This design comes from an exercise in tuning for small area, a short achievable clock period and few clock cycles per item on the open sky130 flow, not from production work. In this exercise RTL edits were held to simulation tests only and were not proved equivalent to the original.

==> flow/design.v, too long to show whole: its modules and the start of the top module <==
// module km_mul_pipe: 5176 lines
module km_mul_pipe (
    input  logic        clk,
    input  logic        rst,
    input  logic        in_valid,
    output logic        in_ready,
    input  logic        mode,
    input  logic [31:0] in1,
    input  logic [31:0] in2,
    input  logic [3:0]  in_tag,
    output logic        out_valid,
    input  logic        out_ready,
    output logic [3:0]  out_tag,
    output logic [31:0] out_L,
    output logic [31:0] out_H
);
  // ...
==> flow/flow/run.sh <==
#!/bin/bash
# Layout flow: the standard ORFS flow with two changes.
#  1. The port buffers are buf_2 cells instead of the delay buffer buffer_ports picks.
#  2. Between synthesis and floorplan, flow/fixinv.py removes inverters between
#     full-adder cells by flipping the polarity of some adders (a full adder is
#     self-dual) and swapping some xor2/xnor2 cells. Registers and their names
#     are untouched.
# Each tool's output goes to a log file in this folder.
set -euo pipefail
W=$(pwd)
R=$W/orfs/results/$FLOW_PLATFORM/km_mul_pipe/base
PB='BUFFER_PORTS_ARGS=-buffer_cell sky130_fd_sc_hd__buf_2'
bash standard.sh "$PB" synth > "$W/flow_synth.log" 2>&1
cp "$R/1_2_yosys.v" "$W/synth_netlist.v"
python3 flow/fixinv.py "$W/synth_netlist.v" "$W/fixed_netlist.v" > "$W/flow_fixinv.log" 2>&1
cat "$W/flow_fixinv.log"
cp "$W/fixed_netlist.v" "$R/1_2_yosys.v"
rm -f "$R/1_synth.odb" "$R/1_synth.sdc"
bash standard.sh "$PB" finish > "$W/flow_finish.log" 2>&1
==> flow/flow/fixinv.py <==
#!/usr/bin/env python3
"""Remove inverters between full-adder cells in a Yosys gate netlist.

A full adder is self-dual: FA(~a, ~b, ~c) = ~FA(a, b, c) for both sum and
carry. Yosys's extract_fa picks each adder's polarity on its own, which leaves
an inverter on many adder-to-adder wires. This script chooses, for every
sky130 fa cell, whether to use it in flipped polarity (inputs and outputs
complemented), and for every xor2/xnor2 cell whose output is handled here,
whether to swap it for the other one (same size, complemented output), so
that as few inverters as possible are needed, then rewires the netlist: each wire that needs its complement gets one inverter, and the
old inverters in those wires are removed. Registers and ports are untouched;
the function of every register input and output port stays the same.

usage: fixinv.py IN.v OUT.v
"""
import re
import sys
from collections import defaultdict

src = open(sys.argv[1]).read()
OUTPINS = {'X', 'Y', 'Q', 'Q_N', 'SUM', 'COUT', 'HI', 'LO'}
PFX = 'sky130_fd_sc_hd__'

m = re.search(r'\bmodule\b.*?;', src, re.S)
body_start = m.end()
body_end = src.rindex('endmodule')
body = src[body_start:body_end]

# split into statements
stmts = []
pos = 0
for mm in re.finditer(r';', body):
    stmts.append(body[pos:mm.end()])
    pos = mm.end()
tail = body[pos:]

ports = set()
for st in stmts:
    s = st.strip()
    mp = re.match(r'(input|output|inout)\s+(\[[^\]]*\]\s*)?(\S+)\s*;', s)
    if mp:
        ports.add(mp.group(3))

inst_re = re.compile(r'^\s*(\S+)\s+(\S+)\s*\((.*)\)\s*;\s*$', re.S)
pin_re = re.compile(r'\.(\w+)\(\s*((?:\\\S+\s)|[^()]*?)\s*\)')

insts = []   # dict(type, name, pins{pin: net}, idx)
for i, st in enumerate(stmts):
    s = st.strip()
    if not s.startswith(PFX):
        continue
    mi = inst_re.match(st)
    if not mi:
        continue
    pins = {}
    for pm in pin_re.finditer(mi.group(3)):
        pins[pm.group(1)] = pm.group(2).strip()
    insts.append({'type': mi.group(1)[len(PFX):], 'name': mi.group(2), 'pins': pins, 'idx': i})


def is_inv(c):
    return re.match(r'inv_\d+$', c['type']) is not None


def is_fa(c):
    return re.match(r'fa_\d+$', c['type']) is not None


def is_xo(c):
    return re.match(r'x(n?)or2_[124]$', c['type']) is not None


def outpin(c):
    for p in ('X', 'Y', 'SUM', 'COUT', 'Q'):
        if p in c['pins']:
            return p


def portbase(net):
    return re.sub(r'\s*\[\d+\]$', '', net)


driver = {}
loads = defaultdict(list)
for c in insts:
    for p, n in c['pins'].items():
        if p in OUTPINS:
            driver[n] = (c, p)
        else:
            loads[n].append((c, p))


def isconst(n):
    return "'" in n


def base_of(n):
    par = 0
    while n in driver and is_inv(driver[n][0]):
        n = driver[n][0]['pins']['A']
        par ^= 1
    return n, par


def tree(b):
    """consumer pins of base net b through inverter chains: list of (cell, pin, parity),
    plus the inverters and nets in the tree; None if a port sits inside the tree."""
    cons = []
    invs = []
    nets = []
    stack = [(b, 0)]
    while stack:
        n, par = stack.pop()
        nets.append(n)
        for c, p in loads[n]:
            if is_inv(c):
                invs.append(c)
                stack.append((c['pins']['Y'], par ^ 1))
            else:
                cons.append((c, p, par))
    for n in nets[1:]:
        if portbase(n) in ports:
            return None
    return cons, invs


fas = [c for c in insts if is_fa(c)]
nfa_cells = len(fas)
fas += [c for c in insts if is_xo(c)]
fa_id = {id(c): k for k, c in enumerate(fas)}

# in-scope base nets: driven by an FA, or feeding an FA input
scope = {}
for c in fas[:nfa_cells]:
    for p in ('COUT', 'SUM'):
        n = c['pins'].get(p)
        if n is not None:
            scope[n] = None
    for p in ('A', 'B', 'CIN'):
        n = c['pins'][p]
        if isconst(n):
            continue
        b, _ = base_of(n)
        scope[b] = None
frozen = set()
for b in list(scope):
    if isconst(b):
        del scope[b]
        continue
    t = tree(b)
    if t is None:
        del scope[b]
        continue
    scope[b] = t
# an FA touching an out-of-scope net (or a constant) keeps its polarity;
# so does an xor gate whose output is not in scope
for c in fas[nfa_cells:]:
    if c['pins'].get(outpin(c)) not in scope:
        frozen.add(fa_id[id(c)])
for c in fas[:nfa_cells]:
    ok = True
    for p in ('A', 'B', 'CIN'):
        n = c['pins'][p]
        if isconst(n) or base_of(n)[0] not in scope:
            ok = False
    for p in ('COUT', 'SUM'):
        if c['pins'].get(p) not in scope:
            ok = False
    if not ok:
        frozen.add(fa_id[id(c)])

f = [0] * len(fas)
drv_fa = {}
for b in scope:
    if b in driver and (is_fa(driver[b][0]) or is_xo(driver[b][0])):
        drv_fa[b] = fa_id[id(driver[b][0])]
# nets touching each FA
fa_nets = defaultdict(set)
for b, (cons, invs) in scope.items():
    if b in drv_fa:
        fa_nets[drv_fa[b]].add(b)
    for c, p, par in cons:
        if is_fa(c):
            fa_nets[fa_id[id(c)]].add(b)
        elif is_xo(c) and id(c) in fa_id:
            pass


def net_cost(b):
    cons, _ = scope[b]
    phys = f[drv_fa[b]] if b in drv_fa else 0
    for c, p, par in cons:
        need = par ^ (f[fa_id[id(c)]] if is_fa(c) else 0)
        if need != phys:
            return 1
    return 0


before = sum(net_cost(b) for b in scope)
old_invs = sum(len(scope[b][1]) for b in scope)
changed = True
rounds = 0
while changed and rounds < 50:
    changed = False
    rounds += 1
    for k in range(len(fas)):
        if k in frozen:
            continue
        ns = fa_nets[k]
        c0 = sum(net_cost(b) for b in ns)
        f[k] ^= 1
        c1 = sum(net_cost(b) for b in ns)
        if c1 < c0:
            changed = True
        else:
            f[k] ^= 1
# annealing on top of the greedy result (deterministic seed)
import math
import random
rng = random.Random(1)
free = [k for k in range(len(fas)) if k not in frozen]
cur = sum(net_cost(b) for b in scope)
best = cur
bestf = list(f)
if free:
    steps = 60 * len(free)
    for it in range(steps):
        T = 1.0 * (1 - it / steps) + 0.02
        k = rng.choice(free)
        ns = fa_nets[k]
        c0 = sum(net_cost(b) for b in ns)
        f[k] ^= 1
        c1 = sum(net_cost(b) for b in ns)
        d = c1 - c0
        if d <= 0 or rng.random() < math.exp(-d / T):
            cur += d
            if cur < best:
                best = cur
                bestf = list(f)
        else:
            f[k] ^= 1
    f[:] = bestf
after = sum(net_cost(b) for b in scope)

# rewrite
newpins = {}     # (cell name, pin) -> net
dead = set()
extra = []
cnt = 0
for b, (cons, invs) in scope.items():
    phys = f[drv_fa[b]] if b in drv_fa else 0
    for c in invs:
        dead.add(c['name'])
    invnet = None
    for c, p, par in cons:
        need = par ^ (f[fa_id[id(c)]] if is_fa(c) else 0)
        if need == phys:
            newpins[(c['name'], p)] = b
        else:
            if invnet is None:
                cnt += 1
                invnet = 'fixinv_n%d' % cnt
                extra.append('  wire %s;\n' % invnet)
                extra.append('  %sinv_1 fixinv_%d (\n    .A(%s),\n    .Y(%s)\n  );\n' % (PFX, cnt, b if not b.startswith('\\') else b + ' ', invnet))
            newpins[(c['name'], p)] = invnet


def fmtnet(n):
    return n + ' ' if n.startswith('\\') else n


out_stmts = []
for c in insts:
    pass
byidx = {c['idx']: c for c in insts}
for i, st in enumerate(stmts):
    c = byidx.get(i)
    if c is None:
        out_stmts.append(st)
        continue
    if c['name'] in dead:
        continue
    xflip = is_xo(c) and f[fa_id[id(c)]] == 1
    if xflip:
        if c['type'].startswith('xor'):
            c['type'] = 'xn' + c['type'][1:]
            c['pins'] = {('Y' if p == 'X' else p): n for p, n in c['pins'].items()}
        else:
            c['type'] = 'x' + c['type'][2:]
            c['pins'] = {('X' if p == 'Y' else p): n for p, n in c['pins'].items()}
    if not xflip and not any((c['name'], p) in newpins for p in c['pins']):
        out_stmts.append(st)
        continue
    pins = dict(c['pins'])
    for p in pins:
        if (c['name'], p) in newpins:
            pins[p] = newpins[(c['name'], p)]
    txt = '\n  %s%s %s (\n%s\n  );' % (PFX, c['type'], c['name'],
                                       ',\n'.join('    .%s(%s)' % (p, fmtnet(n)) for p, n in pins.items()))
    out_stmts.append(txt)

res = src[:body_start] + ''.join(out_stmts) + '\n' + ''.join(extra) + tail + src[body_end:]
open(sys.argv[2], 'w').write(res)
print('fa cells %d, xor cells %d (frozen %d), flipped %d; inverters in scope before %d (needed %d), after %d'
      % (nfa_cells, len(fas) - nfa_cells, len(frozen), sum(f), old_invs, before, after))
==> flow/standard.sh <==
#!/bin/bash
# synth_recipe.tcl (not shown) runs the flow's synth.tcl, then flattens the netlist and writes it again
# the make line also repeats each setting of config.mk as NAME=value (left out here)
make -C /OpenROAD-flow-scripts/flow DESIGN_CONFIG=/design/flow/config.mk WORK_HOME=/design/flow/orfs CLKGATE_MAP_FILE= SYNTH_SCRIPT=/design/flow/synth_recipe.tcl "${@:-finish}"
==> flow/config.mk <==
export PLATFORM = sky130hd
export DESIGN_NAME = km_mul_pipe
export DESIGN_NICKNAME = km_mul_pipe
export VERILOG_FILES = /design/flow/design.v
export SDC_FILE = /design/flow/constraint.sdc
export NUM_CORES = 4
export LEC_CHECK = 0
export CAP_MARGIN = 20
export CORE_MARGIN = 2
export CORE_UTILIZATION = 45
export SETUP_SLACK_MARGIN = 3.0
export SLEW_MARGIN = 20
==> flow/constraint.sdc <==
create_clock -name core_clock -period 7.0 [get_ports {clk}]
set_input_delay 1.4000 -clock core_clock [delete_from_list [all_inputs] [get_ports {clk}]]
set_output_delay 1.4000 -clock core_clock [all_outputs]
set_load 0.01 [all_outputs]
==> impl_results.md, run 1 <==
- Commonest non-fill, non-tap cell in the layout: a22oi_1
- Port bufs: 142
- Routed length on met2: 46.8 mm
- Cells after Synth: 2767
- Status: timing/DRC/antenna clean
- Total gr overflow: 0
- CTS Buffer Depth: 3
- Worst hold path depth: 0
- RSZ-0062 raised after global routing: true
- Post-CTS sizing: 20
- FF-to-FF path depth: 8
- Clock buffers: 41
- Worst setup startpoint: r1_one_403
- CTS tree: yes
- GRT Max-Usage Layer: met2
- Most flops, register: o_q
- Core Footprint: 73200 um2
- Worst-path clk slew: approximately 60 ps
- Vias/cell: between 6 and 7
- Count of flip-flops and latches: 330
- Met3 Usage GRT: 8.94%
- Max_cap viols: 0
- Fill cells: 6406
- Clk_skew: between 20 and 25 ps
- Die W: 276 um
- Post-layout min period: approximately 3900 ps
- Slowest cell on crit path: edfxtp_1
- Worst path depth: 8
- # Post-CTS Setup Buffers: 48
- WHS: about 420 ps
- Max incr delay on CP: 750 ps
- Placement Rows: 99
- Placed Instances: 3665
- Crit end category: flop
- Die height: about 280 um
- Routed len/inst: 28.3 um
- Ports: ~140
Testbench counts, summed over its fixed seeds: cycles 8,024, items 8,000.
==> run 2: changes to the inputs <==
--- a/flow/design.v
+++ b/flow/design.v
@@ -1634,6 +1634,9 @@
     logic fa_1508;
     logic fa_1509;
     logic fa_1510;
+    logic r2_fa_1333;
+    logic r2_fa_1336;
+    logic r2_fa_1335;
     logic fa_1511;
     logic fa_1512;
     logic r2_fa_1337;
@@ -1681,11 +1684,14 @@
     logic r2_fa_1371;
     logic fa_1529;
     logic fa_1530;
-    logic r2_fa_1373;
     logic r2_fa_1376;
+    logic r2_fa_1373;
     logic r2_fa_1375;
     logic fa_1531;
     logic fa_1532;
+    logic r2_fa_1377;
+    logic r2_fa_1380;
+    logic r2_fa_1379;
     logic fa_1533;
     logic fa_1534;
     logic r2_fa_1384;
@@ -1693,8 +1699,14 @@
     logic r2_fa_1383;
     logic fa_1535;
     logic fa_1536;
+    logic r2_fa_1385;
+    logic r2_fa_1388;
+    logic r2_fa_1387;
     logic fa_1537;
     logic fa_1538;
+    logic r2_fa_1389;
+    logic r2_fa_1392;
+    logic r2_fa_1391;
     logic fa_1539;
     logic fa_1540;
     logic fa_1541;
@@ -1817,11 +1829,9 @@
     logic fa_1631;
     logic r2_fa_1338;
     logic r2_fa_1510;
-    logic r2_fa_1511;
     logic fa_1632;
     logic fa_1633;
     logic r2_fa_1342;
-    logic r2_fa_1512;
     logic fa_1634;
     logic fa_1635;
     logic r2_fa_1346;
@@ -1852,25 +1862,19 @@
     logic fa_1652;
     logic fa_1653;
     logic r2_fa_1382;
-    logic r2_fa_1533;
     logic fa_1654;
     logic fa_1655;
     logic r2_fa_1386;
-    logic r2_fa_1534;
     logic fa_1656;
     logic fa_1657;
     logic r2_fa_1390;
-    logic r2_fa_1537;
     logic fa_1658;
     logic fa_1659;
     logic r2_fa_1394;
-    logic r2_fa_1538;
-    logic r2_fa_1539;
     logic fa_1660;
     logic fa_1661;
     logic r2_fa_1395;
     logic r2_fa_1541;
-    logic r2_fa_1540;
     logic fa_1662;
     logic fa_1663;
     logic r2_fa_1402;
@@ -1898,6 +1902,9 @@
     logic r2_fa_1551;
     logic fa_1672;
     logic fa_1673;
+    logic r2_fa_1422;
+    logic r2_fa_1552;
+    logic r2_fa_1553;
     logic fa_1674;
     logic fa_1675;
     logic r2_fa_1426;
@@ -1905,8 +1912,14 @@
     logic r2_fa_1555;
     logic fa_1676;
     logic fa_1677;
+    logic r2_fa_1430;
+    logic r2_fa_1556;
+    logic r2_fa_1557;
     logic fa_1678;
     logic fa_1679;
+    logic r2_fa_1431;
+    logic r2_fa_1559;
+    logic r2_fa_1558;
     logic fa_1680;
     logic fa_1681;
     logic fa_1682;
@@ -1963,8 +1976,12 @@
     logic gp_1733;
     logic gp_1734;
     logic gp_1735;
+    logic r2_fa_1609;
+    logic r2_fa_1610;
     logic gp_1736;
     logic gp_1737;
+    logic r2_fa_1611;
+    logic r2_fa_1612;
     logic gp_1738;
     logic gp_1739;
     logic r2_fa_1613;
@@ -2028,20 +2045,14 @@
     logic gp_1797;
     logic gp_1798;
     logic gp_1799;
-    logic r2_fa_1674;
     logic gp_1800;
     logic gp_1801;
-    logic r2_fa_1675;
     logic gp_1802;
     logic gp_1803;
-    logic r2_fa_1678;
     logic gp_1804;
     logic gp_1805;
-    logic r2_fa_1679;
-    logic r2_fa_1680;
     logic gp_1806;
     logic gp_1807;
-    logic r2_fa_1681;
     logic r2_fa_1682;
     logic gp_1808;
     logic gp_1809;
@@ -2077,19 +2088,23 @@
     logic P_1839;
     logic G_1840;
     logic P_1841;
+    logic r2_gp_1728;
+    logic r2_gp_1729;
+    logic r2_gp_1726;
     logic G_1842;
+    logic r2_gp_1727;
     logic P_1843;
+    logic r2_gp_1732;
+    logic r2_gp_1733;
+    logic r2_gp_1730;
     logic G_1844;
+    logic r2_gp_1731;
     logic P_1845;
-    logic r2_gp_1736;
-    logic r2_gp_1737;
     logic r2_gp_1734;
     logic G_1846;
     logic r2_gp_1735;
     logic P_1847;
-    logic r2_gp_1738;
     logic G_1848;
-    logic r2_gp_1739;
     logic P_1849;
     logic G_1850;
     logic P_1851;
@@ -2125,9 +2140,17 @@
     logic P_1881;
     logic G_1882;
     logic P_1883;
+    logic r2_gp_1812;
+    logic r2_gp_1813;
+    logic r2_gp_1810;
     logic G_1884;
+    logic r2_gp_1811;
     logic P_1885;
+    logic r2_gp_1816;
+    logic r2_gp_1817;
+    logic r2_gp_1814;
     logic G_1886;
+    logic r2_gp_1815;
     logic P_1887;
     logic G_1888;
     logic P_1889;
@@ -2145,16 +2168,14 @@
     logic P_1901;
     logic G_1902;
     logic P_1903;
+    logic r2_G_1840;
+    logic r2_P_1841;
+    logic r2_G_1838;
     logic G_1904;
+    logic r2_P_1839;
     logic P_1905;
-    logic r2_gp_1730;
-    logic r2_gp_1731;
-    logic r2_G_1842;
     logic G_1906;
-    logic r2_P_1843;
     logic P_1907;
-    logic r2_G_1844;
-    logic r2_P_1845;
     logic G_1908;
     logic P_1909;
     logic G_1910;
@@ -2193,19 +2214,13 @@
     logic P_1943;
     logic G_1944;
     logic P_1945;
-    logic r2_gp_1810;
-    logic r2_gp_1811;
     logic G_1946;
     logic P_1947;
-    logic r2_G_1884;
-    logic r2_P_1885;
     logic G_1948;
     logic P_1949;
     logic r2_gp_1818;
     logic r2_gp_1819;
-    logic r2_G_1886;
     logic G_1950;
-    logic r2_P_1887;
     logic P_1951;
     logic r2_G_1888;
     logic r2_P_1889;
@@ -2223,11 +2238,7 @@
     logic P_1963;
     logic G_1964;
     logic P_1965;
-    logic r2_gp_1726;
-    logic r2_gp_1727;
-    logic r2_G_1904;
     logic G_1966;
-    logic r2_P_1905;
     logic P_1967;
     logic G_1968;
     logic P_1969;
@@ -2295,11 +2306,13 @@
     logic P_2023;
     logic G_2024;
     logic P_2025;
+    logic r2_G_1902;
+    logic r2_P_1903;
+    logic r2_G_1964;
     logic G_2026;
+    logic r2_P_1965;
     logic P_2027;
-    logic r2_G_1964;
     logic G_2028;
-    logic r2_P_1965;
     logic P_2029;
     logic G_2030;
     logic P_2031;
@@ -2341,8 +2354,6 @@
     logic P_2067;
     logic G_2068;
     logic P_2069;
-    logic r2_gp_1814;
-    logic r2_gp_1815;
     logic G_2070;
     logic P_2071;
     logic G_2072;
@@ -2502,13 +2513,10 @@
     logic r2_G_2024;
     logic s_2223;
     logic r2_gp_1725;
-    logic r2_G_2026;
     logic s_2224;
     logic s_2225;
-    logic r2_gp_1729;
     logic s_2226;
     logic s_2227;
-    logic r2_gp_1733;
     logic s_2228;
     logic s_2229;
     logic s_2230;
@@ -2549,10 +2557,8 @@
     logic s_2265;
     logic s_2266;
     logic s_2267;
-    logic r2_gp_1813;
     logic s_2268;
     logic s_2269;
-    logic r2_gp_1817;
     logic s_2270;
     logic s_2271;
     logic r2_gp_1821;
@@ -3759,10 +3765,10 @@
     assign fa_1184 = (fa_951 & fa_953) | (fa_951 & fa_955) | (fa_953 & fa_955);
     assign fa_1185 = fa_958 ^ fa_960 ^ fa_962;
     assign fa_1186 = (fa_958 & fa_960) | (fa_958 & fa_962) | (fa_960 & fa_962);
-    assign fa_1187 = pp_605 ^ fa_957 ^ fs_964;
-    assign fa_1188 = (pp_605 & fa_957) | (pp_605 & fs_964) | (fa_957 & fs_964);
-    assign fa_1189 = ha_970 ^ fa_959 ^ fa_961;
-    assign fa_1190 = (ha_970 & fa_959) | (ha_970 & fa_961) | (fa_959 & fa_961);
+    assign fa_1187 = pp_605 ^ fs_964 ^ ha_970;
+    assign fa_1188 = (pp_605 & fs_964) | (pp_605 & ha_970) | (fs_964 & ha_970);
+    assign fa_1189 = fa_957 ^ fa_959 ^ fa_961;
+    assign fa_1190 = (fa_957 & fa_959) | (fa_957 & fa_961) | (fa_959 & fa_961);
     assign fa_1191 = fa_963 ^ fa_966 ^ fa_968;
     assign fa_1192 = (fa_963 & fa_966) | (fa_963 & fa_968) | (fa_966 & fa_968);
     assign fa_1193 = pp_571 ^ pp_606 ^ fs_965;
@@ -4004,8 +4010,8 @@
     assign fa_1429 = (fa_1229 & fa_1224) | (fa_1229 & fa_1226) | (fa_1224 & fa_1226);
     assign fa_1430 = fa_1231 ^ fa_1233 ^ fa_1228;
     assign fa_1431 = (fa_1231 & fa_1233) | (fa_1231 & fa_1228) | (fa_1233 & fa_1228);
-    assign fa_1432 = fa_1230 ^ fs_1235 ^ ha_1239;
-    assign fa_1433 = (fa_1230 & fs_1235) | (fa_1230 & ha_1239) | (fs_1235 & ha_1239);
+    assign fa_1432 = fs_1235 ^ ha_1239 ^ fa_1230;
+    assign fa_1433 = (fs_1235 & ha_1239) | (fs_1235 & fa_1230) | (ha_1239 & fa_1230);
     assign fa_1434 = fa_1232 ^ fa_1234 ^ fa_1237;
     assign fa_1435 = (fa_1232 & fa_1234) | (fa_1232 & fa_1237) | (fa_1234 & fa_1237);
     assign fa_1436 = pp_614 ^ fs_1236 ^ ha_1240;
@@ -4083,8 +4089,8 @@
     assign fa_1508 = (fa_1325 & fa_1328) | (fa_1325 & fa_1327) | (fa_1328 & fa_1327);
     assign fa_1509 = fa_1329 ^ fa_1332 ^ fa_1331;
     assign fa_1510 = (fa_1329 & fa_1332) | (fa_1329 & fa_1331) | (fa_1332 & fa_1331);
-    assign fa_1511 = fa_1333 ^ fa_1336 ^ fa_1335;
-    assign fa_1512 = (fa_1333 & fa_1336) | (fa_1333 & fa_1335) | (fa_1336 & fa_1335);
+    assign fa_1511 = r2_fa_1333 ^ r2_fa_1336 ^ r2_fa_1335;
+    assign fa_1512 = (r2_fa_1333 & r2_fa_1336) | (r2_fa_1333 & r2_fa_1335) | (r2_fa_1336 & r2_fa_1335);
     assign fa_1513 = r2_fa_1337 ^ r2_fa_1340 ^ r2_fa_1339;
     assign fa_1514 = (r2_fa_1337 & r2_fa_1340) | (r2_fa_1337 & r2_fa_1339) | (r2_fa_1340 & r2_fa_1339);
     assign fa_1515 = r2_fa_1341 ^ r2_fa_1344 ^ r2_fa_1343;
@@ -4103,16 +4109,16 @@
     assign fa_1528 = (r2_fa_1365 & r2_fa_1368) | (r2_fa_1365 & r2_fa_1367) | (r2_fa_1368 & r2_fa_1367);
     assign fa_1529 = r2_fa_1369 ^ r2_fa_1372 ^ r2_fa_1371;
     assign fa_1530 = (r2_fa_1369 & r2_fa_1372) | (r2_fa_1369 & r2_fa_1371) | (r2_fa_1372 & r2_fa_1371);
-    assign fa_1531 = r2_fa_1373 ^ r2_fa_1376 ^ r2_fa_1375;
-    assign fa_1532 = (r2_fa_1373 & r2_fa_1376) | (r2_fa_1373 & r2_fa_1375) | (r2_fa_1376 & r2_fa_1375);
-    assign fa_1533 = fa_1377 ^ fa_1380 ^ fa_1379;
-    assign fa_1534 = (fa_1377 & fa_1380) | (fa_1377 & fa_1379) | (fa_1380 & fa_1379);
+    assign fa_1531 = r2_fa_1376 ^ r2_fa_1373 ^ r2_fa_1375;
+    assign fa_1532 = (r2_fa_1376 & r2_fa_1373) | (r2_fa_1376 & r2_fa_1375) | (r2_fa_1373 & r2_fa_1375);
+    assign fa_1533 = r2_fa_1377 ^ r2_fa_1380 ^ r2_fa_1379;
+    assign fa_1534 = (r2_fa_1377 & r2_fa_1380) | (r2_fa_1377 & r2_fa_1379) | (r2_fa_1380 & r2_fa_1379);
     assign fa_1535 = r2_fa_1384 ^ r2_fa_1381 ^ r2_fa_1383;
     assign fa_1536 = (r2_fa_1384 & r2_fa_1381) | (r2_fa_1384 & r2_fa_1383) | (r2_fa_1381 & r2_fa_1383);
-    assign fa_1537 = fa_1385 ^ fa_1388 ^ fa_1387;
-    assign fa_1538 = (fa_1385 & fa_1388) | (fa_1385 & fa_1387) | (fa_1388 & fa_1387);
-    assign fa_1539 = fa_1389 ^ fa_1392 ^ fa_1391;
-    assign fa_1540 = (fa_1389 & fa_1392) | (fa_1389 & fa_1391) | (fa_1392 & fa_1391);
+    assign fa_1537 = r2_fa_1385 ^ r2_fa_1388 ^ r2_fa_1387;
+    assign fa_1538 = (r2_fa_1385 & r2_fa_1388) | (r2_fa_1385 & r2_fa_1387) | (r2_fa_1388 & r2_fa_1387);
+    assign fa_1539 = r2_fa_1389 ^ r2_fa_1392 ^ r2_fa_1391;
+    assign fa_1540 = (r2_fa_1389 & r2_fa_1392) | (r2_fa_1389 & r2_fa_1391) | (r2_fa_1392 & r2_fa_1391);
     assign fa_1541 = fa_1393 ^ fa_1396 ^ fa_1398;
     assign fa_1542 = (fa_1393 & fa_1396) | (fa_1393 & fa_1398) | (fa_1396 & fa_1398);
     assign fa_1543 = fa_1397 ^ fa_1400 ^ fa_1399;
@@ -4133,8 +4139,8 @@
     assign fa_1558 = (fa_1425 & fa_1428) | (fa_1425 & fa_1427) | (fa_1428 & fa_1427);
     assign fa_1559 = fa_1432 ^ fa_1429 ^ fa_1434;
     assign fa_1560 = (fa_1432 & fa_1429) | (fa_1432 & fa_1434) | (fa_1429 & fa_1434);
-    assign fa_1561 = fa_1433 ^ fa_1436 ^ fa_1435;
-    assign fa_1562 = (fa_1433 & fa_1436) | (fa_1433 & fa_1435) | (fa_1436 & fa_1435);
+    assign fa_1561 = fa_1436 ^ fa_1433 ^ fa_1435;
+    assign fa_1562 = (fa_1436 & fa_1433) | (fa_1436 & fa_1435) | (fa_1433 & fa_1435);
     assign fa_1563 = fa_1437 ^ fa_1440 ^ fa_1439;
     assign fa_1564 = (fa_1437 & fa_1440) | (fa_1437 & fa_1439) | (fa_1440 & fa_1439);
     assign fa_1565 = fa_1444 ^ fa_1441 ^ fa_1443;
@@ -4143,8 +4149,8 @@
     assign fa_1568 = (fa_1445 & fa_1448) | (fa_1445 & fa_1447) | (fa_1448 & fa_1447);
     assign fa_1569 = fa_1452 ^ fa_1449 ^ fa_1454;
     assign fa_1570 = (fa_1452 & fa_1449) | (fa_1452 & fa_1454) | (fa_1449 & fa_1454);
-    assign fa_1571 = fa_1453 ^ fs_1456 ^ ha_1458;
-    assign fa_1572 = (fa_1453 & fs_1456) | (fa_1453 & ha_1458) | (fs_1456 & ha_1458);
+    assign fa_1571 = fs_1456 ^ ha_1458 ^ fa_1453;
+    assign fa_1572 = (fs_1456 & ha_1458) | (fs_1456 & fa_1453) | (ha_1458 & fa_1453);
     assign fa_1573 = pp_620 ^ fs_1457 ^ ha_1459;
     assign fa_1574 = (pp_620 & fs_1457) | (pp_620 & ha_1459) | (fs_1457 & ha_1459);
     assign fa_1575 = hn_1462 ^ pp_586 ^ pp_621;
@@ -4204,10 +4210,10 @@
     assign fa_1629 = (r2_fa_1330 & r2_fa_1506) | (r2_fa_1330 & r2_fa_1507) | (r2_fa_1506 & r2_fa_1507);
     assign fa_1630 = r2_fa_1334 ^ r2_fa_1508 ^ r2_fa_1509;
     assign fa_1631 = (r2_fa_1334 & r2_fa_1508) | (r2_fa_1334 & r2_fa_1509) | (r2_fa_1508 & r2_fa_1509);
-    assign fa_1632 = r2_fa_1338 ^ r2_fa_1510 ^ r2_fa_1511;
-    assign fa_1633 = (r2_fa_1338 & r2_fa_1510) | (r2_fa_1338 & r2_fa_1511) | (r2_fa_1510 & r2_fa_1511);
-    assign fa_1634 = r2_fa_1342 ^ r2_fa_1512 ^ fa_1513;
-    assign fa_1635 = (r2_fa_1342 & r2_fa_1512) | (r2_fa_1342 & fa_1513) | (r2_fa_1512 & fa_1513);
+    assign fa_1632 = r2_fa_1338 ^ r2_fa_1510 ^ fa_1511;
+    assign fa_1633 = (r2_fa_1338 & r2_fa_1510) | (r2_fa_1338 & fa_1511) | (r2_fa_1510 & fa_1511);
+    assign fa_1634 = r2_fa_1342 ^ fa_1512 ^ fa_1513;
+    assign fa_1635 = (r2_fa_1342 & fa_1512) | (r2_fa_1342 & fa_1513) | (fa_1512 & fa_1513);
     assign fa_1636 = r2_fa_1346 ^ fa_1514 ^ fa_1515;
     assign fa_1637 = (r2_fa_1346 & fa_1514) | (r2_fa_1346 & fa_1515) | (fa_1514 & fa_1515);
     assign fa_1638 = r2_fa_1350 ^ fa_1516 ^ fa_1517;
@@ -4226,16 +4232,16 @@
     assign fa_1651 = (r2_fa_1374 & fa_1528) | (r2_fa_1374 & fa_1529) | (fa_1528 & fa_1529);
     assign fa_1652 = r2_fa_1378 ^ fa_1530 ^ fa_1531;
     assign fa_1653 = (r2_fa_1378 & fa_1530) | (r2_fa_1378 & fa_1531) | (fa_1530 & fa_1531);
-    assign fa_1654 = r2_fa_1382 ^ r2_fa_1533 ^ fa_1532;
-    assign fa_1655 = (r2_fa_1382 & r2_fa_1533) | (r2_fa_1382 & fa_1532) | (r2_fa_1533 & fa_1532);
-    assign fa_1656 = r2_fa_1386 ^ r2_fa_1534 ^ fa_1535;
-    assign fa_1657 = (r2_fa_1386 & r2_fa_1534) | (r2_fa_1386 & fa_1535) | (r2_fa_1534 & fa_1535);
-    assign fa_1658 = r2_fa_1390 ^ r2_fa_1537 ^ fa_1536;
-    assign fa_1659 = (r2_fa_1390 & r2_fa_1537) | (r2_fa_1390 & fa_1536) | (r2_fa_1537 & fa_1536);
-    assign fa_1660 = r2_fa_1394 ^ r2_fa_1538 ^ r2_fa_1539;
-    assign fa_1661 = (r2_fa_1394 & r2_fa_1538) | (r2_fa_1394 & r2_fa_1539) | (r2_fa_1538 & r2_fa_1539);
-    assign fa_1662 = r2_fa_1395 ^ r2_fa_1541 ^ r2_fa_1540;
-    assign fa_1663 = (r2_fa_1395 & r2_fa_1541) | (r2_fa_1395 & r2_fa_1540) | (r2_fa_1541 & r2_fa_1540);
+    assign fa_1654 = r2_fa_1382 ^ fa_1532 ^ fa_1533;
+    assign fa_1655 = (r2_fa_1382 & fa_1532) | (r2_fa_1382 & fa_1533) | (fa_1532 & fa_1533);
+    assign fa_1656 = r2_fa_1386 ^ fa_1534 ^ fa_1535;
+    assign fa_1657 = (r2_fa_1386 & fa_1534) | (r2_fa_1386 & fa_1535) | (fa_1534 & fa_1535);
+    assign fa_1658 = r2_fa_1390 ^ fa_1536 ^ fa_1537;
+    assign fa_1659 = (r2_fa_1390 & fa_1536) | (r2_fa_1390 & fa_1537) | (fa_1536 & fa_1537);
+    assign fa_1660 = r2_fa_1394 ^ fa_1538 ^ fa_1539;
+    assign fa_1661 = (r2_fa_1394 & fa_1538) | (r2_fa_1394 & fa_1539) | (fa_1538 & fa_1539);
+    assign fa_1662 = r2_fa_1395 ^ r2_fa_1541 ^ fa_1540;
+    assign fa_1663 = (r2_fa_1395 & r2_fa_1541) | (r2_fa_1395 & fa_1540) | (r2_fa_1541 & fa_1540);
     assign fa_1664 = r2_fa_1402 ^ r2_fa_1542 ^ r2_fa_1543;
     assign fa_1665 = (r2_fa_1402 & r2_fa_1542) | (r2_fa_1402 & r2_fa_1543) | (r2_fa_1542 & r2_fa_1543);
     assign fa_1666 = r2_fa_1406 ^ r2_fa_1544 ^ r2_fa_1545;
@@ -4246,14 +4252,14 @@
     assign fa_1671 = (r2_fa_1414 & r2_fa_1548) | (r2_fa_1414 & r2_fa_1549) | (r2_fa_1548 & r2_fa_1549);
     assign fa_1672 = r2_fa_1418 ^ r2_fa_1550 ^ r2_fa_1551;
     assign fa_1673 = (r2_fa_1418 & r2_fa_1550) | (r2_fa_1418 & r2_fa_1551) | (r2_fa_1550 & r2_fa_1551);
-    assign fa_1674 = fa_1422 ^ fa_1552 ^ fa_1553;
-    assign fa_1675 = (fa_1422 & fa_1552) | (fa_1422 & fa_1553) | (fa_1552 & fa_1553);
+    assign fa_1674 = r2_fa_1422 ^ r2_fa_1552 ^ r2_fa_1553;
+    assign fa_1675 = (r2_fa_1422 & r2_fa_1552) | (r2_fa_1422 & r2_fa_1553) | (r2_fa_1552 & r2_fa_1553);
     assign fa_1676 = r2_fa_1426 ^ r2_fa_1554 ^ r2_fa_1555;
     assign fa_1677 = (r2_fa_1426 & r2_fa_1554) | (r2_fa_1426 & r2_fa_1555) | (r2_fa_1554 & r2_fa_1555);
-    assign fa_1678 = fa_1430 ^ fa_1556 ^ fa_1557;
-    assign fa_1679 = (fa_1430 & fa_1556) | (fa_1430 & fa_1557) | (fa_1556 & fa_1557);
-    assign fa_1680 = fa_1431 ^ fa_1559 ^ fa_1558;
-    assign fa_1681 = (fa_1431 & fa_1559) | (fa_1431 & fa_1558) | (fa_1559 & fa_1558);
+    assign fa_1678 = r2_fa_1430 ^ r2_fa_1556 ^ r2_fa_1557;
+    assign fa_1679 = (r2_fa_1430 & r2_fa_1556) | (r2_fa_1430 & r2_fa_1557) | (r2_fa_1556 & r2_fa_1557);
+    assign fa_1680 = r2_fa_1431 ^ r2_fa_1559 ^ r2_fa_1558;
+    assign fa_1681 = (r2_fa_1431 & r2_fa_1559) | (r2_fa_1431 & r2_fa_1558) | (r2_fa_1559 & r2_fa_1558);
     assign fa_1682 = fa_1438 ^ fa_1560 ^ fa_1561;
     assign fa_1683 = (fa_1438 & fa_1560) | (fa_1438 & fa_1561) | (fa_1560 & fa_1561);
     assign fa_1684 = fa_1442 ^ fa_1562 ^ fa_1563;
@@ -4266,8 +4272,8 @@
     assign fa_1691 = (fa_1451 & fa_1569) | (fa_1451 & fa_1568) | (fa_1569 & fa_1568);
     assign fa_1692 = fa_1455 ^ fa_1571 ^ fa_1570;
     assign fa_1693 = (fa_1455 & fa_1571) | (fa_1455 & fa_1570) | (fa_1571 & fa_1570);
-    assign fa_1694 = fa_1460 ^ fa_1572 ^ fa_1573;
-    assign fa_1695 = (fa_1460 & fa_1572) | (fa_1460 & fa_1573) | (fa_1572 & fa_1573);
+    assign fa_1694 = fa_1460 ^ fa_1573 ^ fa_1572;
+    assign fa_1695 = (fa_1460 & fa_1573) | (fa_1460 & fa_1572) | (fa_1573 & fa_1572);
     assign fa_1696 = fa_1461 ^ fa_1575 ^ fa_1574;
     assign fa_1697 = (fa_1461 & fa_1575) | (fa_1461 & fa_1574) | (fa_1575 & fa_1574);
     assign fa_1698 = pp_622 ^ fa_1577 ^ fa_1576;
@@ -4308,10 +4314,10 @@
     assign gp_1733 = fa_1605 ^ fa_1606;
     assign gp_1734 = fa_1607 & fa_1608;
     assign gp_1735 = fa_1607 ^ fa_1608;
-    assign gp_1736 = fa_1609 & fa_1610;
-    assign gp_1737 = fa_1609 ^ fa_1610;
-    assign gp_1738 = fa_1611 & fa_1612;
-    assign gp_1739 = fa_1611 ^ fa_1612;
+    assign gp_1736 = r2_fa_1609 & r2_fa_1610;
+    assign gp_1737 = r2_fa_1609 ^ r2_fa_1610;
+    assign gp_1738 = r2_fa_1611 & r2_fa_1612;
+    assign gp_1739 = r2_fa_1611 ^ r2_fa_1612;
     assign gp_1740 = r2_fa_1613 & fa_1614;
     assign gp_1741 = r2_fa_1613 ^ fa_1614;
     assign gp_1742 = fa_1615 & fa_1616;
@@ -4372,16 +4378,16 @@
     assign gp_1797 = fa_1669 ^ fa_1670;
     assign gp_1798 = fa_1671 & fa_1672;
     assign gp_1799 = fa_1671 ^ fa_1672;
-    assign gp_1800 = fa_1673 & r2_fa_1674;
-    assign gp_1801 = fa_1673 ^ r2_fa_1674;
-    assign gp_1802 = r2_fa_1675 & fa_1676;
-    assign gp_1803 = r2_fa_1675 ^ fa_1676;
-    assign gp_1804 = fa_1677 & r2_fa_1678;
-    assign gp_1805 = fa_1677 ^ r2_fa_1678;
-    assign gp_1806 = r2_fa_1679 & r2_fa_1680;
-    assign gp_1807 = r2_fa_1679 ^ r2_fa_1680;
-    assign gp_1808 = r2_fa_1681 & r2_fa_1682;
-    assign gp_1809 = r2_fa_1681 ^ r2_fa_1682;
+    assign gp_1800 = fa_1673 & fa_1674;
+    assign gp_1801 = fa_1673 ^ fa_1674;
+    assign gp_1802 = fa_1675 & fa_1676;
+    assign gp_1803 = fa_1675 ^ fa_1676;
+    assign gp_1804 = fa_1677 & fa_1678;
+    assign gp_1805 = fa_1677 ^ fa_1678;
+    assign gp_1806 = fa_1679 & fa_1680;
+    assign gp_1807 = fa_1679 ^ fa_1680;
+    assign gp_1808 = fa_1681 & r2_fa_1682;
+    assign gp_1809 = fa_1681 ^ r2_fa_1682;
     assign gp_1810 = fa_1683 & fa_1684;
     assign gp_1811 = fa_1683 ^ fa_1684;
     assign gp_1812 = fa_1685 & fa_1686;
@@ -4414,14 +4420,14 @@
     assign P_1839 = gp_1721 & gp_1719;
     assign G_1840 = gp_1724 | (gp_1725 & gp_1722);
     assign P_1841 = gp_1725 & gp_1723;
-    assign G_1842 = gp_1728 | (gp_1729 & gp_1726);
-    assign P_1843 = gp_1729 & gp_1727;
-    assign G_1844 = gp_1732 | (gp_1733 & gp_1730);
-    assign P_1845 = gp_1733 & gp_1731;
-    assign G_1846 = r2_gp_1736 | (r2_gp_1737 & r2_gp_1734);
-    assign P_1847 = r2_gp_1737 & r2_gp_1735;
-    assign G_1848 = gp_1740 | (gp_1741 & r2_gp_1738);
-    assign P_1849 = gp_1741 & r2_gp_1739;
+    assign G_1842 = r2_gp_1728 | (r2_gp_1729 & r2_gp_1726);
+    assign P_1843 = r2_gp_1729 & r2_gp_1727;
+    assign G_1844 = r2_gp_1732 | (r2_gp_1733 & r2_gp_1730);
+    assign P_1845 = r2_gp_1733 & r2_gp_1731;
+    assign G_1846 = gp_1736 | (gp_1737 & r2_gp_1734);
+    assign P_1847 = gp_1737 & r2_gp_1735;
+    assign G_1848 = gp_1740 | (gp_1741 & gp_1738);
+    assign P_1849 = gp_1741 & gp_1739;
     assign G_1850 = gp_1744 | (gp_1745 & gp_1742);
     assign P_1851 = gp_1745 & gp_1743;
     assign G_1852 = gp_1748 | (gp_1749 & gp_1746);
@@ -4456,10 +4462,10 @@
     assign P_1881 = gp_1805 & gp_1803;
     assign G_1882 = gp_1808 | (gp_1809 & gp_1806);
     assign P_1883 = gp_1809 & gp_1807;
-    assign G_1884 = gp_1812 | (gp_1813 & gp_1810);
-    assign P_1885 = gp_1813 & gp_1811;
-    assign G_1886 = gp_1816 | (gp_1817 & gp_1814);
-    assign P_1887 = gp_1817 & gp_1815;
+    assign G_1884 = r2_gp_1812 | (r2_gp_1813 & r2_gp_1810);
+    assign P_1885 = r2_gp_1813 & r2_gp_1811;
+    assign G_1886 = r2_gp_1816 | (r2_gp_1817 & r2_gp_1814);
+    assign P_1887 = r2_gp_1817 & r2_gp_1815;
     assign G_1888 = gp_1820 | (gp_1821 & gp_1818);
     assign P_1889 = gp_1821 & gp_1819;
     assign G_1890 = gp_1824 | (gp_1825 & gp_1822);
@@ -4476,14 +4482,14 @@
     assign P_1901 = P_1837 & P_1835;
     assign G_1902 = gp_1722 | (gp_1723 & G_1838);
     assign P_1903 = gp_1723 & P_1839;
-    assign G_1904 = G_1840 | (P_1841 & G_1838);
-    assign P_1905 = P_1841 & P_1839;
-    assign G_1906 = r2_gp_1730 | (r2_gp_1731 & r2_G_1842);
-    assign P_1907 = r2_gp_1731 & r2_P_1843;
-    assign G_1908 = r2_G_1844 | (r2_P_1845 & r2_G_1842);
-    assign P_1909 = r2_P_1845 & r2_P_1843;
-    assign G_1910 = r2_gp_1738 | (r2_gp_1739 & G_1846);
-    assign P_1911 = r2_gp_1739 & P_1847;
+    assign G_1904 = r2_G_1840 | (r2_P_1841 & r2_G_1838);
+    assign P_1905 = r2_P_1841 & r2_P_1839;
+    assign G_1906 = r2_gp_1730 | (r2_gp_1731 & G_1842);
+    assign P_1907 = r2_gp_1731 & P_1843;
+    assign G_1908 = G_1844 | (P_1845 & G_1842);
+    assign P_1909 = P_1845 & P_1843;
+    assign G_1910 = gp_1738 | (gp_1739 & G_1846);
+    assign P_1911 = gp_1739 & P_1847;
     assign G_1912 = G_1848 | (P_1849 & G_1846);
     assign P_1913 = P_1849 & P_1847;
     assign G_1914 = gp_1746 | (gp_1747 & G_1850);
@@ -4520,12 +4526,12 @@
     assign P_1945 = P_1881 & P_1879;
     assign G_1946 = r2_gp_1810 | (r2_gp_1811 & G_1882);
     assign P_1947 = r2_gp_1811 & P_1883;
-    assign G_1948 = r2_G_1884 | (r2_P_1885 & G_1882);
-    assign P_1949 = r2_P_1885 & P_1883;
-    assign G_1950 = r2_gp_1818 | (r2_gp_1819 & r2_G_1886);
-    assign P_1951 = r2_gp_1819 & r2_P_1887;
-    assign G_1952 = r2_G_1888 | (r2_P_1889 & r2_G_1886);
-    assign P_1953 = r2_P_1889 & r2_P_1887;
+    assign G_1948 = G_1884 | (P_1885 & G_1882);
+    assign P_1949 = P_1885 & P_1883;
+    assign G_1950 = r2_gp_1818 | (r2_gp_1819 & G_1886);
+    assign P_1951 = r2_gp_1819 & P_1887;
+    assign G_1952 = r2_G_1888 | (r2_P_1889 & G_1886);
+    assign P_1953 = r2_P_1889 & P_1887;
     assign G_1954 = gp_1826 | (gp_1827 & G_1890);
     assign P_1955 = gp_1827 & P_1891;
     assign G_1956 = G_1892 | (P_1893 & G_1890);
@@ -4538,14 +4544,14 @@
     assign P_1963 = P_1899 & P_1897;
     assign G_1964 = G_1900 | (P_1901 & G_1896);
     assign P_1965 = P_1901 & P_1897;
-    assign G_1966 = r2_gp_1726 | (r2_gp_1727 & r2_G_1904);
-    assign P_1967 = r2_gp_1727 & r2_P_1905;
-    assign G_1968 = r2_G_1842 | (r2_P_1843 & r2_G_1904);
-    assign P_1969 = r2_P_1843 & r2_P_1905;
-    assign G_1970 = G_1906 | (P_1907 & r2_G_1904);
-    assign P_1971 = P_1907 & r2_P_1905;
-    assign G_1972 = G_1908 | (P_1909 & r2_G_1904);
-    assign P_1973 = P_1909 & r2_P_1905;
+    assign G_1966 = r2_gp_1726 | (r2_gp_1727 & G_1904);
+    assign P_1967 = r2_gp_1727 & P_1905;
+    assign G_1968 = G_1842 | (P_1843 & G_1904);
+    assign P_1969 = P_1843 & P_1905;
+    assign G_1970 = G_1906 | (P_1907 & G_1904);
+    assign P_1971 = P_1907 & P_1905;
+    assign G_1972 = G_1908 | (P_1909 & G_1904);
+    assign P_1973 = P_1909 & P_1905;
     assign G_1974 = gp_1742 | (gp_1743 & G_1912);
     assign P_1975 = gp_1743 & P_1913;
     assign G_1976 = G_1850 | (P_1851 & G_1912);
@@ -4598,10 +4604,10 @@
     assign P_2023 = gp_1719 & P_1965;
     assign G_2024 = G_1838 | (P_1839 & G_1964);
     assign P_2025 = P_1839 & P_1965;
-    assign G_2026 = G_1902 | (P_1903 & G_1964);
-    assign P_2027 = P_1903 & P_1965;
-    assign G_2028 = r2_G_1904 | (r2_P_1905 & r2_G_1964);
-    assign P_2029 = r2_P_1905 & r2_P_1965;
+    assign G_2026 = r2_G_1902 | (r2_P_1903 & r2_G_1964);
+    assign P_2027 = r2_P_1903 & r2_P_1965;
+    assign G_2028 = G_1904 | (P_1905 & r2_G_1964);
+    assign P_2029 = P_1905 & r2_P_1965;
     assign G_2030 = G_1966 | (P_1967 & r2_G_1964);
     assign P_2031 = P_1967 & r2_P_1965;
     assign G_2032 = G_1968 | (P_1969 & r2_G_1964);
@@ -4644,8 +4650,8 @@
     assign P_2069 = P_2005 & P_1997;
     assign G_2070 = r2_gp_1814 | (r2_gp_1815 & G_2012);
     assign P_2071 = r2_gp_1815 & P_2013;
-    assign G_2072 = r2_G_1886 | (r2_P_1887 & G_2012);
-    assign P_2073 = r2_P_1887 & P_2013;
+    assign G_2072 = G_1886 | (P_1887 & G_2012);
+    assign P_2073 = P_1887 & P_2013;
     assign G_2074 = G_1950 | (P_1951 & G_2012);
     assign P_2075 = P_1951 & P_2013;
     assign G_2076 = G_1952 | (P_1953 & G_2012);
@@ -4796,14 +4802,14 @@
     assign s_2221 = gp_1719 ^ G_1964;
     assign s_2222 = r2_gp_1721 ^ r2_G_2022;
     assign s_2223 = r2_gp_1723 ^ r2_G_2024;
-    assign s_2224 = r2_gp_1725 ^ r2_G_2026;
+    assign s_2224 = r2_gp_1725 ^ G_2026;
     assign s_2225 = r2_gp_1727 ^ G_2028;
     assign s_2226 = r2_gp_1729 ^ G_2030;
     assign s_2227 = r2_gp_1731 ^ G_2032;
     assign s_2228 = r2_gp_1733 ^ G_2034;
     assign s_2229 = r2_gp_1735 ^ G_2036;
-    assign s_2230 = r2_gp_1737 ^ G_2086;
-    assign s_2231 = r2_gp_1739 ^ G_2088;
+    assign s_2230 = gp_1737 ^ G_2086;
+    assign s_2231 = gp_1739 ^ G_2088;
     assign s_2232 = gp_1741 ^ G_2090;
     assign s_2233 = gp_1743 ^ G_2092;
     assign s_2234 = gp_1745 ^ G_2094;
@@ -4932,6 +4938,9 @@
             r1_neg_590 <= neg_590;
             r1_two_589 <= two_589;
             r1_b_32 <= b_32;
+            r2_fa_1333 <= fa_1333;
+            r2_fa_1336 <= fa_1336;
+            r2_fa_1335 <= fa_1335;
             r2_fa_1337 <= fa_1337;
             r2_fa_1340 <= fa_1340;
             r2_fa_1339 <= fa_1339;
@@ -4959,12 +4968,21 @@
             r2_fa_1369 <= fa_1369;
             r2_fa_1372 <= fa_1372;
             r2_fa_1371 <= fa_1371;
-            r2_fa_1373 <= fa_1373;
             r2_fa_1376 <= fa_1376;
+            r2_fa_1373 <= fa_1373;
             r2_fa_1375 <= fa_1375;
+            r2_fa_1377 <= fa_1377;
+            r2_fa_1380 <= fa_1380;
+            r2_fa_1379 <= fa_1379;
             r2_fa_1384 <= fa_1384;
             r2_fa_1381 <= fa_1381;
             r2_fa_1383 <= fa_1383;
+            r2_fa_1385 <= fa_1385;
+            r2_fa_1388 <= fa_1388;
+            r2_fa_1387 <= fa_1387;
+            r2_fa_1389 <= fa_1389;
+            r2_fa_1392 <= fa_1392;
+            r2_fa_1391 <= fa_1391;
             r2_fa_1302 <= fa_1302;
             r2_fa_1492 <= fa_1492;
             r2_fa_1493 <= fa_1493;
@@ -4994,9 +5012,7 @@
             r2_fa_1509 <= fa_1509;
             r2_fa_1338 <= fa_1338;
             r2_fa_1510 <= fa_1510;
-            r2_fa_1511 <= fa_1511;
             r2_fa_1342 <= fa_1342;
-            r2_fa_1512 <= fa_1512;
             r2_fa_1346 <= fa_1346;
             r2_fa_1350 <= fa_1350;
             r2_fa_1354 <= fa_1354;
@@ -5007,17 +5023,11 @@
             r2_fa_1374 <= fa_1374;
             r2_fa_1378 <= fa_1378;
             r2_fa_1382 <= fa_1382;
-            r2_fa_1533 <= fa_1533;
             r2_fa_1386 <= fa_1386;
-            r2_fa_1534 <= fa_1534;
             r2_fa_1390 <= fa_1390;
-            r2_fa_1537 <= fa_1537;
             r2_fa_1394 <= fa_1394;
-            r2_fa_1538 <= fa_1538;
-            r2_fa_1539 <= fa_1539;
             r2_fa_1395 <= fa_1395;
             r2_fa_1541 <= fa_1541;
-            r2_fa_1540 <= fa_1540;
             r2_fa_1402 <= fa_1402;
             r2_fa_1542 <= fa_1542;
             r2_fa_1543 <= fa_1543;
@@ -5033,43 +5043,50 @@
             r2_fa_1418 <= fa_1418;
             r2_fa_1550 <= fa_1550;
             r2_fa_1551 <= fa_1551;
+            r2_fa_1422 <= fa_1422;
+            r2_fa_1552 <= fa_1552;
+            r2_fa_1553 <= fa_1553;
             r2_fa_1426 <= fa_1426;
             r2_fa_1554 <= fa_1554;
             r2_fa_1555 <= fa_1555;
+            r2_fa_1430 <= fa_1430;
+            r2_fa_1556 <= fa_1556;
+            r2_fa_1557 <= fa_1557;
+            r2_fa_1431 <= fa_1431;
+            r2_fa_1559 <= fa_1559;
+            r2_fa_1558 <= fa_1558;
+            r2_fa_1609 <= fa_1609;
+            r2_fa_1610 <= fa_1610;
+            r2_fa_1611 <= fa_1611;
+            r2_fa_1612 <= fa_1612;
             r2_fa_1613 <= fa_1613;
-            r2_fa_1674 <= fa_1674;
-            r2_fa_1675 <= fa_1675;
-            r2_fa_1678 <= fa_1678;
-            r2_fa_1679 <= fa_1679;
-            r2_fa_1680 <= fa_1680;
-            r2_fa_1681 <= fa_1681;
             r2_fa_1682 <= fa_1682;
-            r2_gp_1736 <= gp_1736;
-            r2_gp_1737 <= gp_1737;
-            r2_gp_1734 <= gp_1734;
-            r2_gp_1735 <= gp_1735;
-            r2_gp_1738 <= gp_1738;
-            r2_gp_1739 <= gp_1739;
+            r2_gp_1728 <= gp_1728;
+            r2_gp_1729 <= gp_1729;
+            r2_gp_1726 <= gp_1726;
+            r2_gp_1727 <= gp_1727;
+            r2_gp_1732 <= gp_1732;
+            r2_gp_1733 <= gp_1733;
             r2_gp_1730 <= gp_1730;
             r2_gp_1731 <= gp_1731;
-            r2_G_1842 <= G_1842;
-            r2_P_1843 <= P_1843;
-            r2_G_1844 <= G_1844;
-            r2_P_1845 <= P_1845;
+            r2_gp_1734 <= gp_1734;
+            r2_gp_1735 <= gp_1735;
+            r2_gp_1812 <= gp_1812;
+            r2_gp_1813 <= gp_1813;
             r2_gp_1810 <= gp_1810;
             r2_gp_1811 <= gp_1811;
-            r2_G_1884 <= G_1884;
-            r2_P_1885 <= P_1885;
+            r2_gp_1816 <= gp_1816;
+            r2_gp_1817 <= gp_1817;
+            r2_gp_1814 <= gp_1814;
+            r2_gp_1815 <= gp_1815;
+            r2_G_1840 <= G_1840;
+            r2_P_1841 <= P_1841;
+            r2_G_1838 <= G_1838;
+            r2_P_1839 <= P_1839;
             r2_gp_1818 <= gp_1818;
             r2_gp_1819 <= gp_1819;
-            r2_G_1886 <= G_1886;
-            r2_P_1887 <= P_1887;
             r2_G_1888 <= G_1888;
             r2_P_1889 <= P_1889;
-            r2_gp_1726 <= gp_1726;
-            r2_gp_1727 <= gp_1727;
-            r2_G_1904 <= G_1904;
-            r2_P_1905 <= P_1905;
             r2_gp_1822 <= gp_1822;
             r2_gp_1823 <= gp_1823;
             r2_G_1890 <= G_1890;
@@ -5078,20 +5095,15 @@
             r2_P_1955 <= P_1955;
             r2_G_1956 <= G_1956;
             r2_P_1957 <= P_1957;
+            r2_G_1902 <= G_1902;
+            r2_P_1903 <= P_1903;
             r2_G_1964 <= G_1964;
             r2_P_1965 <= P_1965;
-            r2_gp_1814 <= gp_1814;
-            r2_gp_1815 <= gp_1815;
             r2_gp_1721 <= gp_1721;
             r2_G_2022 <= G_2022;
             r2_gp_1723 <= gp_1723;
             r2_G_2024 <= G_2024;
             r2_gp_1725 <= gp_1725;
-            r2_G_2026 <= G_2026;
-            r2_gp_1729 <= gp_1729;
-            r2_gp_1733 <= gp_1733;
-            r2_gp_1813 <= gp_1813;
-            r2_gp_1817 <= gp_1817;
             r2_gp_1821 <= gp_1821;
             r2_gp_1825 <= gp_1825;
             r2_gp_1827 <= gp_1827;
--- a/flow/config.mk
+++ b/flow/config.mk
@@ -8,5 +8,5 @@
 export CAP_MARGIN = 20
 export CORE_MARGIN = 2
 export CORE_UTILIZATION = 45
-export SETUP_SLACK_MARGIN = 3.0
+export SETUP_SLACK_MARGIN = 3.2
 export SLEW_MARGIN = 20
==> impl_results.md, run 2 <==
- Final Hold Fails: 0 (unchanged)
- Worst-path clk slew: 60 ps (about the same)
- Crit share post-route: 54.2% (was 56.2%)
- 1st-pass router iterations: 6 (was 9)
- Pre-CTS setup slack: 2230 ps (was 2130 ps)
- Drt drc: 0 (unchanged)
- Status: timing/DRC/antenna clean (unchanged)
- Core Footprint: 73300 um2 (was 73200 um2)
- Routed len/inst: 27.8 um (was 28.3 um)
- Post-DP HPWL: 67.1 mm (was 70.1 mm)
- Pin count of the biggest net entering global routing: 156 (was 134)
- Non-filler cells, final: 3764 (was 3801)
- Clock latency on the worst-skew pair: 580 ps (about the same)
- Synthesis-to-finish area growth: 10.1% (was 11.1%)
- Synth Net Count: 3437 (was 3442)
- Nets: 3449 (was 3492)
- Max FFs per register: 64 (unchanged)
- Post-layout min period: 3790 ps (was 3930 ps)
- Worst setup path class: reg -> reg (unchanged)
- CTS Buffer Depth: 3 (unchanged)
- GPL Wtd Cong: 0.887 (was 0.938)
- Starting density of the core: 45.6% (about the same)
- HP Class: reg -> reg (unchanged)
- Total CTS buffers: 40 (was 38)
- Initial antenna violation count: 2 (was 1)
- Die height: 277 um (was 276 um)
- Die area: 76600 um2 (was 76400 um2)
- Ports: 143 (unchanged)
- Cells after Synth: 2762 (was 2767)
- Total number of vias: 23657 (was 23920)
- Commonest non-fill, non-tap cell in the layout: a22oi_1 (unchanged)
- Arrival @ worst endpoint: 4110 ps (was 4240 ps)
- RSZ-0062 raised after global routing: true (unchanged)
- Final setup viols: 0 (unchanged)
- PnR worst setup slack: 3210 ps (was 3070 ps)
- Setup crit start kind: flop (unchanged)
- Largest registers: o_q x64, tag_q x8, o_tag x4 (unchanged)
- Max-slew violations: 0 (unchanged)
- Port bufs: 142 (unchanged)
- Final wirelength: 105 mm (was 108 mm)
- Warnings, synthesis: 2 (unchanged)
- Syn_area_per_cell: 12.1 um2 (about the same)
- Vias/cell: 6.29 (about the same)
- Reg2Reg Setup Slack: 3210 ps (was 3070 ps)
- Final ANT Viol Nets: 0 (unchanged)
- Hold Buf Count CTS: 0 (unchanged)
- CP required: 7310 ps (was 7300 ps)
- Placement Rows: 99 (unchanged)
- First-pass GRT wire length: 160 mm (was 161 mm)
- Core Util, Final: 50.2% (was 50.7%)
- Relative slew slack: 25.6% (was 36.6%)
- TNS Setup: 0 ps (unchanged)
- H-Tree Depth: 2 (unchanged)
- Most flops, register: o_q (unchanged)
- CTS tree: yes (unchanged)
- Measured slew at the worst slew-check pin: 1120 ps (was 951 ps)
- Crit end category: flop (unchanged)
- Share of cells above drive strength 1: 12.7% (was 13.7%)
- Iter 0 DRT Violations: 2611 (was 3043)
- Max_cap viols: 0 (unchanged)
- Clk_skew: 24.7 ps (was 23.7 ps)
- Total gr overflow: 0 (unchanged)
- Synthesized area: 33500 um2 (was 33400 um2)
- Die W: 277 um (was 276 um)
- CP max FO: 3 (was 12)
- CTS root buf: clkbuf_16 (unchanged)
- Placed Instances: 3662 (was 3665)
- Gr usage total: 27.5% (was 28.0%)
- Clock sinks: 336 (was 330)
- FMAX: 264 MHz (was 254 MHz)
- Number of global-route vias before repair: 25412 (was 25464)
- Commonest non-fill, non-tap cells in the layout: a22oi_1 (494), fa_1 (472), xnor2_1 (402) (was a22oi_1 (496), fa_1 (472), xnor2_1 (391))
run 2: changes by cell type in the layout (fill, tap and decap cells not counted), moves of 6 or more:
cell,change
buf_4,-56
buf_6,+16
xor2_1,-12
a21oi_1,-8
nor2_1,+12
xnor2_1,+11
nand4_1,-14
edfxtp_1,+6
run 2: layout make-up:
| class | count | area (um2) |
|---|---|---|
| Antenna cell | 1 | 2.50 |
| Clock buffer | 49 | 1080 |
| Clock inverter | 23 | 146 |
| Fill cell | 6456 | 36500 |
| Inverter | 97 | 409 |
| Multi-Input combinational cell | 2043 | 22100 |
| Sequential cell | 336 | 10100 |
| Tap cell | 959 | 1200 |
| Timing Repair Buffer | 256 | 1860 |
run 2: path summary, 6_finish.rpt:
path                       startpoint      end  cells after the start
min in group asynchronous         rst     v[1]                      2
max in group asynchronous         rst     v[2]                      2
setup reg to reg           r2_fa_1385  o_q[59]                     12
hold reg to reg             r2_s_2217   o_q[4]                      0
setup / recovery           r2_fa_1385  o_q[59]                     12
hold / removal              r2_s_2217   o_q[4]                      0
run 2: critical path: stages, from the launching register on:
cell and delay (ps):
edfxtp_1 390, fa_1 520, fa_1 550, ha_4 210, a21o_1 150, a21o_1 180
a21oi_2 220, o21ai_2 110, a21oi_4 230, nand3_4 220, a211o_1 400, a31o_1 200
xor2_1 140
run 2: repair_timing:
action	4_1_cts	5_1_grt
setup endpoints to repair	134	49
resized for setup	34	75
setup buffers	22	7
pin swaps	18	13
run 2: per-stage QoR:
| stage | cell area, um2 | hold slack (ps) |
|---|---|---|
| detailed placement | 35000 | 405 |
| CTS | 36500 | 419 |
| finish | 36800 | 418 |
| global placement | 35000 | 402 |
| global route | 36800 | 425 |
| floorplan | 33500 | 400 |
run 2: per-layer routing:
layer	part of all wire, %	vias up	wire, um	track usage, %
met2	43	1586	44700	40.5
met3	13	361	13500	9.34
met4	4.7	2	4890	10.7
met5	0.012	-	13	0
met1	40	12003	41600	37.3
li1	-	9705	-	-
Testbench counts of run 2, summed over its fixed seeds: cycles 8,024, items 8,000.

static timing again, ports no longer ideal:
No port has a modelled driver above. Below, the same layouts with a new extraction and two added sets of constraints.
Step 1 sets driving cells, clkbuf_16 on the clock port and buf_2 on the other inputs (assumed; they add their load-dependent delay and slew).
Step 2 also shifts input and output timing later by t, the mid clock arrival at the registers, as if the neighbouring blocks saw the same clock.
Three values: no drivers, after step 1, after step 2; two values: the first two.
| run | t (ns) | slack for setup (ns) | worst hold slack (ns) | clock arrival spread, ns |
|---|---|---|---|---|
| run 1 | 0.631 | 3.068 / 3.068 / 3.068 | 0.416 / 0.416 / 0.416 | 0.024 / 0.024 |
| run 2 | 0.638 | 3.205 / 3.205 / 3.205 | 0.418 / 0.418 / 0.418 | 0.025 / 0.024 |
After both steps every run listed still meets setup and hold.
